Source: an optimization exercise on an open RTL-to-GDS flow (aim: small area, a short achievable clock period and few clock cycles per item). Production flows keep margins and buffers that such runs may drop.
The RTL was checked by simulation tests, not by an equivalence proof against the original design.

// tilt_deadband_display_mapper_unit
module tilt_deadband_display_mapper_unit (
  input  logic                             clk,
  input  logic                             rst,
  input  logic                             sample_valid,
  output logic                             sample_ready,
  input  logic signed [tddm_pkg::IN_W-1:0] sample_accel_x,
  input  logic signed [tddm_pkg::IN_W-1:0] sample_accel_y,
  input  logic signed [tddm_pkg::IN_W-1:0] sample_accel_z,
  input  logic signed [tddm_pkg::IN_W-1:0] sample_gyro_x,
  input  logic signed [tddm_pkg::IN_W-1:0] sample_gyro_y,
  input  logic signed [tddm_pkg::IN_W-1:0] sample_gyro_z,
  output logic                             result_valid,
  input  logic                             result_ready,
  output logic                             result_update,
  output logic [tddm_pkg::COL_W-1:0]       result_bar_end_x,
  output logic [tddm_pkg::COL_W-1:0]       result_bar_end_y,
  output logic [tddm_pkg::COL_W-1:0]       result_bar_end_z,
  output logic [tddm_pkg::COL_W-1:0]       result_roll_marker_col,
  output logic [tddm_pkg::ROW_W-1:0]       result_pitch_marker_row,
  output logic signed [tddm_pkg::ROLL_W-1:0]  result_roll_angle,
  output logic signed [tddm_pkg::PITCH_W-1:0] result_pitch_angle,
  input  logic                             psel,
  input  logic                             penable,
  input  logic                             pwrite,
  input  logic [tddm_pkg::PADDR_W-1:0]     paddr,
  input  logic [tddm_pkg::PDATA_W-1:0]     pwdata,
  output logic [tddm_pkg::PDATA_W-1:0]     prdata,
  output logic                             pready
);
  logic [15:0] gyro_deadband;
  logic [13:0] tilt_deadband;
  logic [9:0]  roll_gain;
  logic [9:0]  pitch_gain;
  logic [6:0]  bar_half_width;
  logic adv;
  logic signed [15:0] in_ax, in_ay, in_az, in_gx, in_gy, in_gz;
  logic [22:0] v;
  logic v_d, upd_d, res_valid;
  logic signed [15:0] prev_gyro_x, prev_gyro_y, prev_gyro_z;
  logic signed [14:0] prev_roll;
  logic signed [13:0] prev_pitch;
  logic out_update;
  logic [6:0] out_bar_x, out_bar_y, out_bar_z, out_col;
  ...
clock: 11.0 ns
lec_check: 0
abc_area: 1
cap_margin: 20
core_margin: 2
core_utilization: 55
setup_slack_margin: 5
slew_margin: 20
run.sh (not shown) runs the stock make flow with config.mk's settings and CLKGATE_MAP_FILE= SYNTH_SCRIPT=/design/flow/synth_recipe.tcl, a recipe that flattens the netlist after the stock synthesis.
The baseline passed the timing, design-rule and antenna checks.
Testbench counts at the start, summed over its fixed seeds: cycles 2,120, items 1,920.
==> next run, changes <==
Settings changed: CORE_UTILIZATION 55 to 40.
The new run finished clean.
Count of clock-buffer cells in the layout rose by 5.
Setup slack gets better by 0.048 ns.
Via count came out lower slightly.
Maximum frequency is higher slightly.
Critical path depth decreases by 5.
Cell count went up by a few percent.
==> next run, changes <==
Settings changed: SETUP_SLACK_MARGIN 5 to not set.
After rerunning: The new run finished clean; non-clock buffer count drops by 398; sequential share of layout area climbs by 0.96 points.

tilt_deadband_display_mapper_unit, a different RTL version from the one above (not shown whole).
For scale: roughly 29000 cells after synthesis, roughly 3600 flip-flops, roughly 240 I/O pins, roughly 0.27 sq mm of cells after synthesis.
==> flow/config.mk <==
export PLATFORM = sky130hd
export DESIGN_NAME = tilt_deadband_display_mapper_unit
export DESIGN_NICKNAME = tilt_deadband_display_mapper_unit
export VERILOG_FILES = /design/flow/design.v
export SDC_FILE = /design/flow/constraint.sdc
export NUM_CORES = 4
export LEC_CHECK = 0
export ABC_AREA = 1
export CAP_MARGIN = 20
export CORE_MARGIN = 2
export CORE_UTILIZATION = 40
export PLACE_DENSITY = 0.7
export SETUP_SLACK_MARGIN = 5
export SLEW_MARGIN = 20
==> flow/constraint.sdc <==
create_clock -name core_clock -period 11.0 [get_ports {clk}]
set_input_delay 2.2000 -clock core_clock [delete_from_list [all_inputs] [get_ports {clk}]]
set_output_delay 2.2000 -clock core_clock [all_outputs]
set_load 0.01 [all_outputs]
The baseline finished clean.
Testbench counts at the start, summed over its fixed seeds: cycles 2,136, items 1,920.
Rerun with:
--- a/flow/config.mk
+++ b/flow/config.mk
@@ -11,2 +11 @@
-export CORE_UTILIZATION = 40
-export PLACE_DENSITY = 0.7
+export CORE_UTILIZATION = 32
What happened:
- setup slack is worse by 4.7 ps
- die area goes up by 25%
- core utilization goes down by 8.4 points
- clock-buffer cell count goes up by 14
- synthesized cell count is unchanged
- design area goes up by about 1.1%
- fmax barely changes
- routed wire length goes up by 2.4%
- area after synthesis stays the same
- flip-flop and latch count stays the same
Rerun with:
--- a/flow/config.mk
+++ b/flow/config.mk
@@ -11 +11 @@
-export CORE_UTILIZATION = 32
+export CORE_UTILIZATION = 40
What happened: Maximum frequency goes up by 2.1%. Wire length is higher by 1.2%. Worst setup slack improves by 120 ps.

## afterwards: timing with drivers on the ports
The results above use ideal ports. As a check the final layouts listed here were re-extracted and re-timed, cells and wires unchanged.
Step 1 (the two cells are an assumption about what drives the block):
set clk [get_ports {clk}]
set_driving_cell -lib_cell sky130_fd_sc_hd__clkbuf_16 $clk
set_driving_cell -lib_cell sky130_fd_sc_hd__buf_2 [delete_from_list [all_inputs] $clk]
Step 2, shift: input delay + t, output delay - t, t = (earliest + latest rising clock arrival at the registers) / 2. This alone moves slack from input paths to output paths.
Three values: no drivers, after step 1, after step 2; two values: the first two.
| run | t, ns | setup WS [ns] | worst data-port slew with drivers (ns) |
|---|---|---|---|
| the first run of note 1 | 1.112 | 4.425 / 4.297 / 4.347 | 0.18 |
| the second run of note 1 | 1.141 | 4.473 / 4.325 / 4.175 | 0.13 |
| the third run of note 1 | 1.138 | 2.964 / 2.817 / 3.679 | 0.13 |
| the first run of note 2 | 1.127 | 5.032 / 4.999 / 4.340 | 0.09 |
| the second run of note 2 | 1.148 | 5.028 / 4.974 / 4.423 | 0.08 |
| the third run of note 2 | 1.171 | 5.152 / 5.083 / 4.328 | 0.11 |
After both steps setup and hold are still met in every run listed. The setup slack of the third run of note 2, which loses most, moves by -0.069 ns with the drivers and by -0.824 ns with both steps.
